From an optimization exercise on the open Yosys and OpenROAD flow, aimed at small area; shortcuts taken in it are not production practice.
Only simulation tests tie the RTL to the original design; equivalence was not proved.
Power figures rest on the tool's default switching activity, not on a simulated workload.

<file path="design/flow/design.v">
module regfile_mp_scoreboard #(
   parameter int unsigned DATA     = 32,
   parameter int unsigned ADDR     = 5,
   parameter int unsigned NRD      = 2,
   parameter int unsigned BYPASS   = 1,
   parameter int unsigned ZERO_REG = 1
) (
   input  logic                clk,
   input  logic                rstn,
   input  logic                we0,
   input  logic [ADDR-1:0]     wa0,
   input  logic [DATA-1:0]     wd0,
   input  logic                we1,
   input  logic [ADDR-1:0]     wa1,
   input  logic [DATA-1:0]     wd1,
   input  logic [NRD*ADDR-1:0] ra,
   output logic [NRD*DATA-1:0] rd,
   input  logic                iss_valid,
   input  logic [ADDR-1:0]     iss_rd,
   output logic [NRD-1:0]      busy,
   output logic                stall,
   output logic                wr_collision
);
   localparam int unsigned DEPTH = 2**ADDR;
   logic [DATA-1:0]  regs_q [DEPTH];
   logic [DEPTH-1:0] sb_q, sb_d;
   logic             wr_collision_q, wr_collision_d;
   logic             zr_wa0, zr_wa1, zr_iss;
   logic             acc0, acc1;
   always_comb begin
      zr_wa0         = (ZERO_REG != 0) && (wa0 == '0);
      zr_wa1         = (ZERO_REG != 0) && (wa1 == '0);
      zr_iss         = (ZERO_REG != 0) && (iss_rd == '0);
      acc0           = we0 && !zr_wa0;
      acc1           = we1 && !zr_wa1 && !(acc0 && (wa1 == wa0));
      wr_collision_d = acc0 && we1 && (wa1 == wa0);
      sb_d = sb_q;
      if (acc0) sb_d[wa0] = 1'b0;
      if (acc1) sb_d[wa1] = 1'b0;
      if (iss_valid && !zr_iss) sb_d[iss_rd] = 1'b1;
   end
   always_ff @(posedge clk or negedge rstn) begin
      if (!rstn) begin
         for (int i = 0; i < DEPTH; i++) regs_q[i] <= '0;
         sb_q           <= '0;
         wr_collision_q <= 1'b0;
      end else begin
         if (acc0) regs_q[wa0] <= wd0;
         if (acc1) regs_q[wa1] <= wd1;
         sb_q           <= sb_d;
         wr_collision_q <= wr_collision_d;
      end
   end
   assign wr_collision = wr_collision_q;
   for (genvar k = 0; k < NRD; k++) begin : g_rd
      logic [ADDR-1:0] ra_k;
      logic            hit0, hit1, zr;
      logic [DATA-1:0] rd_k;
      logic            busy_k;
      always_comb begin
         ra_k   = ra[k*ADDR +: ADDR];
         hit0   = (BYPASS != 0) && acc0 && (wa0 == ra_k);
         hit1   = (BYPASS != 0) && acc1 && (wa1 == ra_k);
         zr     = (ZERO_REG != 0) && (ra_k == '0);
         if (zr)        rd_k = '0;
         else if (hit0) rd_k = wd0;
         else if (hit1) rd_k = wd1;
         else           rd_k = regs_q[ra_k];
         busy_k = sb_q[ra_k] && !hit0 && !hit1 && !zr;
      end
      assign rd[k*DATA +: DATA] = rd_k;
      assign busy[k]            = busy_k;
   end
   assign stall = |busy;
endmodule
</file>
<file path="design/flow/run.sh">
#!/bin/bash
# synth_recipe.tcl (not shown) runs the flow's synth.tcl, then flattens the netlist and writes it again
# the make line also repeats each setting of config.mk as NAME=value (left out here)
make -C /OpenROAD-flow-scripts/flow DESIGN_CONFIG=/design/flow/config.mk WORK_HOME=/design/flow/orfs CLKGATE_MAP_FILE= SYNTH_SCRIPT=/design/flow/synth_recipe.tcl finish
</file>
<file path="design/flow/config.mk">
export PLATFORM = sky130hd
export DESIGN_NAME = regfile_mp_scoreboard
export DESIGN_NICKNAME = regfile_mp_scoreboard
export VERILOG_FILES = /design/flow/design.v
export SDC_FILE = /design/flow/constraint.sdc
export NUM_CORES = 4
export LEC_CHECK = 0
export CAP_MARGIN = 20
export CORE_MARGIN = 2
export CORE_UTILIZATION = 30
export PLACE_DENSITY = 0.4
export SLEW_MARGIN = 40
</file>
<file path="design/flow/constraint.sdc">
create_clock -name core_clock -period 9.0 [get_ports {clk}]
set_input_delay 1.8000 -clock core_clock [delete_from_list [all_inputs] [get_ports {clk}]]
set_output_delay 1.8000 -clock core_clock [all_outputs]
set_load 0.01 [all_outputs]
</file>
==> results of run 1 <==
cell usage in the layout (no fill, tap or decap), types with 142 or more instances in the layout:
cell type        count
nor2_1             517
a22oi_1            643
nand2_1            612
clkbuf_16          142
nand3_1            242
dfrtp_1           1025
buf_4              348
a21oi_1            543
mux2i_1           1016
o21ai_0            569
and3_1             289
clkdlybuf4s50_1    147
final cells by class:
type                    count  share of cell area
multi-input cells        5353               0.474
clock buffers             197              0.0522
diodes                     34             0.00113
repair buffers            591              0.0789
inverters                  21             0.00104
well taps                2821              0.0468
clock inverters            43             0.00602
flip-flops and latches   1025               0.340
state kept, by name, indices dropped and copies added, names as in the netlist:
signal          cells
wr_collision_q      1
sb_q               32
regs_q            992
kinds of logic (layout without fill, tap and decap cells):
kind of cell,Yosys count,in the layout,share of synthesized area
AND/OR/NAND/NOR,2167,2167,0.161
flip-flops,1025,1025,0.402
AO/OA/AOI/OAI,2094,2094,0.206
multiplexers,1040,1040,0.167
buffers and inverters,894,852,0.0561
XOR/XNOR,36,36,0.00494
other,0,34,0
adder cells (fa/ha/maj),16,16,0.00314
metrics by stage:
step	setup slack, ns	hold WS, ns	instance area [sq um]	util
after global placement	0.909	0.566	69600	0.329
after floorplan	2.87	0.524	63800	-
after global routing	0.518	0.603	75400	0.356
after CTS	0.723	0.575	75100	0.354
final	0.610	0.574	75400	0.356
after detailed placement	0.727	0.560	70700	0.334
worst paths after layout:
check                      slack (ns)              to
setup reg to reg                 7.91  regs_q[23][29]
hold reg to reg                  0.57        sb_q[17]
max in group asynchronous        6.42  regs_q[30][10]
min in group asynchronous        0.83        sb_q[21]
hold / removal                   0.57        sb_q[17]
setup / recovery                 0.61          rd[11]
worst register-to-register path: stages, from the launching register on:
cell and delay [ns]:
dfrtp_1 0.71, mux2i_1 0.13, o21ai_0 0.17
power groups by stage:
stage	clock [mW]	combinational, mW	sequential (mW)
final	5.66	3.33	7.53
after detailed placement	0	3.22	7.46
after CTS	5.68	3.23	7.40
after global placement	0	3.12	7.47
after global routing	5.87	3.57	7.55
after floorplan	0	1.99	6.65
per-layer routing:
metal,wire (um),share of wire,global-route usage,up-vias
met2,186000,0.40,0.573,6172
li1,-,-,-,26600
met5,617,0.0013,0.00285,-
met4,35600,0.077,0.259,56
met1,181000,0.39,0.534,34400
met3,60100,0.13,0.156,1803
==> flow_metrics.tcl, run 1 <==
set metrics [dict create \
    synthCells 7272 \
    port_buffers 161 \
    ys_types 69 \
    max_slew_margin 0.299 \
    io_pins 162 \
    grt_pass1_wl_um 606000 \
    timing.critical_path.arrival_ns 6.59 \
    start_kind "primary input" \
    ys_warn_count 2 \
    vdd.ir_drop.worst_mv 0.187 \
    fin_crit_sh 0.932 \
    grt_start_max_net_pins 140 \
    drt_iter0_markers 13600 \
    grt_pass1_vias 62600 \
    root_buffer "clkbuf_16" \
    nets 7239 \
    routed-via-count 69000 \
    worst_pin_slew_ns 1.05 \
    drtPass1Iterations 11 \
    swShare 0.364 \
    drc 0 \
    path_depth 10 \
    yosysTopAreaCell "dfrtp_1" \
    clkTransAtPathRegs_ns 0.05 \
    seq_power_share 0.456 \
    gr-total-overflow 0 \
    area_delta_synth_final_pct 18.2 \
    seq_area_frac_synth 0.402 \
    syn-num-nets 7382 \
    ctsHoldBuffers 0 \
    cts_tree "yes" \
    min-delay-start "sb_q[17]" \
    async_flop_share 1.00 \
    fin_cells 10100 \
    grt_setup_unrepaired "false" \
    clk_latency_ns 0.81 \
    final_layout_size_suffix_gt1_frac 0.119 \
    synth_area_leaders "dfrtp_1, mux2i_1, a22oi_1" \
    hp-class "flip-flop to flip-flop" \
    powerDensity_nw_per_um2 219 \
    multiInputGateArea_sq_um 35700 \
    antenna_found_initial 59 \
    postCtsSetupBuffers 0 \
    cp_max_fo 11 \
    numCtsBuffers 137 \
    fp.dieH_um 465 \
    place_inst 9802 \
    htreeDepth 4 \
    crit_buf_inv 2 \
    fin_crit_ns 8.39 \
    cts_resized 0 \
    status "finished clean" \
    synth_top_cell_area_share 0.402 \
    gp_routability_congestion 1.03 \
    cpLargestDelayFamily "simple AND/OR/NAND/NOR gates" \
    dieArea_sq_um 216000 \
    max_freq_mhz 119 \
    yosys_most_used_dff "dfrtp_1" \
    setup_violations 0 \
    whs_path_depth 2 \
    worstSetupStartpoint "wa1[2]" \
    cts.sink_count 1025 \
    totalPowerFinal_mw 16.5 \
    crit_type "primary input to output pin" \
    grt_use_total 0.412 \
    r2r_cells 2 \
    clock_path_buffers 3 \
    yosys-top-cells-count "dfrtp_1, mux2i_1, a22oi_1" \
    finalHoldViolations 0 \
    ant_nets 0 \
    post_drt_wl_per_cell_um 45.9 \
    slowest_delay_ns 0.85 \
    rows 169 \
    synth_edf_count 0 \
    hpwl_um 296000 \
    drv_cap 0 \
    fill_cells 21600 \
    p_sw_mw 6.02 \
    p_clk_frac 0.342 \
    start_util 0.301 \
    yosysMostFrequentCell "dfrtp_1" \
    cp_slowest_cell "clkdlybuf4s50_1" \
    reg2reg_from "regs_q[23][29]" \
    clock_skew_ns 0 \
    synth_seq_cells 1025 \
    syn-cell-area_sq_um 63800 \
    dieWidth_um 465 \
    internal_power_mw 10.5 \
    core-area_sq_um 212000 \
    crit_chain "clkdlybuf4s50_1 -> nor2_1 -> and2_1 -> ha_1 -> nor2_1 -> o21a_1 -> and2_2 -> a22oi_1 -> o32ai_1 -> clkdlybuf4s50_1" \
    vias_per_cell 6.85 \
    drv_slew 0 \
    setup.worst_path.end_class "output pin" \
    seq_area_sq_um 25600 \
    worstPathRequired_ns 7.20 \
    setup_tns_ns 0 \
    leakage_nw 31.5 \
    routed_wl_um 463000 \
    avgSynthCellArea_sq_um 8.78 \
    comb_power_share 0.202 \
]
==> inputs of run 2 (changes only) <==
==> design/flow/design.v (replaced) <==
module regfile_aoi222 (
   input  logic a0, b0, a1, b1, a2, b2,
   output logic y
);
   assign y = !((a0 && b0) || (a1 && b1) || (a2 && b2));
endmodule
module regfile_wr_bit (
   input  logic hold,
   input  logic e0,
   input  logic e1,
   input  logic q,
   input  logic wd0,
   input  logic wd1,
   output logic d
);
   logic dn;
   regfile_aoi222 u_aoi (.a0(hold), .b0(q), .a1(e0), .b1(wd0), .a2(e1), .b2(wd1), .y(dn));
   assign d = !dn;
endmodule
module regfile_rd_bit (
   input  logic [32:0] sel,
   input  logic [32:0] din,
   output logic        dout
);
   logic [10:0] gn;
   for (genvar g = 0; g < 11; g++) begin : g_grp
      regfile_aoi222 u_aoi (
         .a0(sel[3*g]),   .b0(din[3*g]),
         .a1(sel[3*g+1]), .b1(din[3*g+1]),
         .a2(sel[3*g+2]), .b2(din[3*g+2]),
         .y(gn[g])
      );
   end
   assign dout = !(&gn);
endmodule
module regfile_mp_scoreboard #(
   parameter int unsigned DATA     = 32,
   parameter int unsigned ADDR     = 5,
   parameter int unsigned NRD      = 2,
   parameter int unsigned BYPASS   = 1,
   parameter int unsigned ZERO_REG = 1
) (
   input  logic                clk,
   input  logic                rstn,
   input  logic                we0,
   input  logic [ADDR-1:0]     wa0,
   input  logic [DATA-1:0]     wd0,
   input  logic                we1,
   input  logic [ADDR-1:0]     wa1,
   input  logic [DATA-1:0]     wd1,
   input  logic [NRD*ADDR-1:0] ra,
   output logic [NRD*DATA-1:0] rd,
   input  logic                iss_valid,
   input  logic [ADDR-1:0]     iss_rd,
   output logic [NRD-1:0]      busy,
   output logic                stall,
   output logic                wr_collision
);
   localparam int unsigned DEPTH = 2**ADDR;
   logic [DATA-1:0]  regs_q [1:DEPTH-1];
   logic [DEPTH-1:1] vld_q, sb_q;
   logic             wr_collision_q;
   logic             acc0, acc1;
   logic [DEPTH-1:1] e0, e1, hold, iss;
   assign acc0 = we0 && (wa0 != '0);
   assign acc1 = we1 && (wa1 != '0) && !(acc0 && (wa1 == wa0));
   for (genvar i = 1; i < DEPTH; i++) begin : g_reg
      assign e0[i]   = acc0 && (wa0 == i);
      assign e1[i]   = acc1 && (wa1 == i);
      assign hold[i] = !(e0[i] || e1[i]);
      assign iss[i]  = iss_valid && (iss_rd == i);
      logic [DATA-1:0] d;
      for (genvar b = 0; b < DATA; b++) begin : g_bit
         regfile_wr_bit u_wr (
            .hold(hold[i]), .e0(e0[i]), .e1(e1[i]), .q(regs_q[i][b]), .wd0(wd0[b]), .wd1(wd1[b]),
            .d(d[b])
         );
      end
      always_ff @(posedge clk) regs_q[i] <= d;
      always_ff @(posedge clk or negedge rstn) begin
         if (!rstn) begin
            vld_q[i] <= 1'b0;
            sb_q[i]  <= 1'b0;
         end else begin
            vld_q[i] <= vld_q[i] || !hold[i];
            sb_q[i]  <= iss[i] || (sb_q[i] && hold[i]);
         end
      end
   end
   always_ff @(posedge clk or negedge rstn) begin
      if (!rstn) wr_collision_q <= 1'b0;
      else       wr_collision_q <= acc0 && we1 && (wa1 == wa0);
   end
   assign wr_collision = wr_collision_q;
   for (genvar k = 0; k < NRD; k++) begin : g_rd
      logic [ADDR-1:0]  ra_k;
      logic             hit0, hit1;
      logic [DEPTH:0]   sel;
      assign ra_k = ra[k*ADDR +: ADDR];
      assign hit0 = acc0 && (wa0 == ra_k);
      assign hit1 = acc1 && (wa1 == ra_k);
      assign sel[0]     = hit0;
      assign sel[DEPTH] = hit1 && !hit0;
      for (genvar i = 1; i < DEPTH; i++) begin : g_sel
         assign sel[i] = (ra_k == i) && vld_q[i] && !hit0 && !hit1;
      end
      for (genvar b = 0; b < DATA; b++) begin : g_bit
         logic [DEPTH:0] din;
         assign din[0]     = wd0[b];
         assign din[DEPTH] = wd1[b];
         for (genvar i = 1; i < DEPTH; i++) begin : g_din
            assign din[i] = regs_q[i][b];
         end
         regfile_rd_bit u_rd (.sel(sel), .din(din), .dout(rd[k*DATA + b]));
      end
      assign busy[k] = !hit0 && !hit1 && (ra_k != '0) && sb_q[ra_k];
   end
   assign stall = |busy;
endmodule
--- a/design/flow/config.mk
+++ b/design/flow/config.mk
@@ -7,6 +7,8 @@
 export LEC_CHECK = 0
 export CAP_MARGIN = 20
 export CORE_MARGIN = 2
-export CORE_UTILIZATION = 30
-export PLACE_DENSITY = 0.4
-export SLEW_MARGIN = 40
+export CORE_UTILIZATION = 45
+export PLACE_DENSITY = 0.55
+export SLEW_MARGIN = 20
+export SYNTH_HIERARCHICAL = 1
+export SYNTH_MINIMUM_KEEP_SIZE = 0
==> run 2 against run 1 <==
  * Largest power group unchanged
  * Non-clock buffer count decreased by 208
  * Sequential share of layout area up 3.7 points
  * Synthesized area shrank 27%
  * Core utilization grew 19 points
  * Maximum frequency shrank 3.8%
  * Setup slack worse by 0.33 ns
  * Global-route usage grew 5.5 points
  * Sequential cell count up 30
  * Count of clock-buffer cells in the layout down 28
  * Critical path type unchanged
  * Clock skew unchanged
  * Still clean on timing, DRC and antenna
==> flow_metrics.tcl, run 2 <==
set metrics [dict create \
    numCtsBuffers 116 \
    synthCells 4478 \
    final_common_cell "a222oi_1" \
    start_util 0.453 \
    timing.critical_path.arrival_ns 6.92 \
    seq_area_sq_um 21400 \
    hp-class "flip-flop to flip-flop" \
    htreeDepth 3 \
    clock_path_buffers 3 \
    fin_crit_sh 0.969 \
    totalPowerFinal_mw 14.9 \
    ys_warn_count 9 \
    area_delta_synth_final_pct 21.3 \
    worstPathRequired_ns 7.20 \
    seq_power_share 0.463 \
    max_freq_mhz 115 \
    largest_register_ffs 992 \
    yosysMostFrequentCell "a222oi_1" \
    post_drt_wl_per_cell_um 41.0 \
    internal_power_mw 10.4 \
    cp_slowest_cell "clkdlybuf4s50_1" \
    gp_routability_congestion 1.04 \
    seq_area_frac_synth 0.457 \
    status "finished clean" \
    comb_power_share 0.190 \
    routed_wl_um 264000 \
    rows 118 \
    nets 5052 \
    grt_pass1_vias 48700 \
    syn-num-nets 4582 \
    core-area_sq_um 103000 \
    worst_pin_slew_ns 1.25 \
    max_slew_margin 0.166 \
    grt_setup_unrepaired "false" \
    synth_top_cell_area_share 0.424 \
    synth_area_leaders "dfxtp_1, a222oi_1, inv_1" \
    p_sw_mw 4.53 \
    ant_nets 0 \
    yosysTopAreaCell "dfxtp_1" \
    drt_iter0_markers 17800 \
    crit_chain "clkdlybuf4s50_1 -> or3_4 -> o2111ai_4 -> o21a_2 -> a21oi_2 -> and3_1 -> and3_2 -> buf_4 -> a222oi_1 -> nand4_1 -> or3_1 -> clkdlybuf4s50_1" \
    yosys-top-cells-count "a222oi_1, inv_1, dfxtp_1" \
    synth_seq_cells 1055 \
    dieArea_sq_um 107000 \
    setup.worst_path.end_class "output pin" \
    grt_use_total 0.468 \
    fin_crit_ns 8.72 \
    drtPass1Iterations 17 \
    hpwl_um 154000 \
    ctsHoldBuffers 0 \
    swShare 0.303 \
    drc 0 \
    setup_tns_ns 0 \
    grt_start_max_net_pins 64 \
    gr-total-overflow 0 \
    drv_cap 0 \
    root_buffer "clkbuf_16" \
    start_kind "primary input" \
    port_buffers 161 \
    postCtsSetupBuffers 0 \
    leakage_nw 25.6 \
    grt_pass1_wl_um 365000 \
    routed-via-count 53500 \
    yosys_most_used_dff "dfxtp_1" \
    vias_per_cell 8.31 \
    dieWidth_um 327 \
    p_clk_frac 0.348 \
    cp_max_fo 21 \
    powerDensity_nw_per_um2 262 \
    path_common_cell "clkdlybuf4s50_1" \
    place_inst 6207 \
    ys_types 61 \
    clock_skew_ns 0 \
    syn-cell-area_sq_um 46900 \
    drv_slew 0 \
    multiInputGateArea_sq_um 22300 \
    avgSynthCellArea_sq_um 10.5 \
    crit_type "primary input to output pin" \
    regMostFlops "regs_q" \
    final_layout_size_suffix_gt1_frac 0.123 \
    slowest_delay_ns 0.63 \
    reg_top3 "regs_q: 992 flops, sb_q: 31 flops, vld_q: 31 flops" \
    io_pins 162 \
    clkTransAtPathRegs_ns 0.06 \
    synth_edf_count 0 \
    vdd.ir_drop.worst_mv 0.161 \
    fin_cells 6437 \
    cts_resized 0 \
    cts.sink_count 1055 \
    fp.dieH_um 327 \
    antenna_found_initial 5 \
    finalHoldViolations 0 \
    async_flop_share 0.0597 \
    fill_cells 9295 \
    clk_latency_ns 0.73 \
    setup_violations 0 \
    cts_tree "yes" \
    final_cell_mix "a222oi_1, inv_1, dfxtp_1, buf_4, clkdlybuf4s50_1" \
]
==> run 2: final cells by class <==
type                            count  area share
Antenna cell                        7    0.000308
Clock buffer                      169      0.0612
Clock inverter                     51      0.0119
Inverter                         1002      0.0661
Multi-Input combinational cell   2390       0.393
Sequential cell                  1055       0.377
Tap cell                         1380      0.0303
Timing Repair Buffer              383      0.0607
==> run 2: cells by family after synthesis <==
kind of cell               count (synthesis)  synth area share
DFF                                     1055             0.457
buffers and inverters                   1033            0.0833
AOI/OAI and AO/OA                       1764             0.375
and+or+nand+nor                          563            0.0682
adders and majority gates                 10           0.00267
xor gates and xnor gates                  31           0.00611
muxes                                     22           0.00779
==> run 2: per-module statistics from Yosys, one instance, submodules excluded <==
module | cells inside | flip-flops and latches | cell area (sq um)
regfile_aoi222 | 1 | 0 | 10.0
regfile_mp_scoreboard | 1534 | 1055 | 24700
regfile_wr_bit | 1 | 0 | 3.75
regfile_rd_bit | 4 | 0 | 23.8
==> run 2: stage by stage <==
stage / worst slack [ns] / hold WS, ns / area (sq um) / utilization
after global placement: 0.622 / 0.462 / 52500 / 0.507
after floorplan: 0.610 / 0.445 / 46900 / -
final: 0.278 / 0.487 / 56900 / 0.550
after detailed placement: 0.572 / 0.466 / 52600 / 0.509
after CTS: 0.563 / 0.481 / 56800 / 0.549
after global routing: 0.281 / 0.509 / 56900 / 0.550
==> run 2: worst paths after layout <==
path                            from             end  slack (ns)  depth (start not counted)
setup reg to reg           vld_q[20]       vld_q[20]        8.03                          1
setup / recovery              wa0[1]          rd[33]        0.28                         12
min in group asynchronous       rstn  wr_collision_q        1.28                          2
hold / removal             vld_q[13]       vld_q[13]        0.49                          1
max in group asynchronous       rstn       vld_q[29]        7.08                          2
hold reg to reg            vld_q[13]       vld_q[13]        0.49                          1
==> run 2: per-layer routing <==
| layer | GRT usage | part of all wire | up-vias |
|---|---|---|---|
| met5 | 0.00444 | 0.00019 | - |
| li1 | - | - | 21100 |
| met4 | 0.326 | 0.089 | 4 |
| met1 | 0.598 | 0.34 | 25800 |
| met2 | 0.666 | 0.40 | 5411 |
| met3 | 0.151 | 0.17 | 1104 |
==> run 2: power by group through the flow <==
stage	sequential (mW)	clock, mW	combinational, mW
2_1_floorplan	6.62	0	1.81
3_3_place_gp	6.91	0	2.66
3_5_place_dp	6.93	0	2.73
4_1_cts	6.84	5.19	2.74
5_1_grt	7.02	5.39	3.02
6_report	6.91	5.19	2.83
==> run 2: critical path, delay by kind of cell <==
kind,cells,cell delay [ns]
AOI/OAI and AO/OA,4,1.28
buffers and inverters,3,1.51
and+or+nand+nor,5,2.29

## separate check: timing with driven ports
Ports are ideal in the flow. The routed layouts listed here were re-timed in OpenROAD.
Step 1 sets driving cells, clkbuf_16 on the clock port and buf_2 on the other inputs (assumed; they add their load-dependent delay and slew).
Step 2 times the ports against the registers' clock, not the clock port: input delays grow and output delays shrink by t, the midpoint of the rising clock arrivals with the driver on.
Three values: ideal, step 1, step 2; two values: the first two.
run | shift t [ns] | setup WS [ns] | hold WS [ns]
run 1 | 0.928 | 0.610 / 0.585 / 0.585 | 0.574 / 0.574 / 0.574
run 2 | 0.810 | 0.278 / 0.248 / 0.248 | 0.487 / 0.487 / 0.487
After both steps setup and hold are still met in every run listed. The setup slack of run 2, which loses most, moves by -0.030 ns with the drivers and by -0.030 ns with both steps.
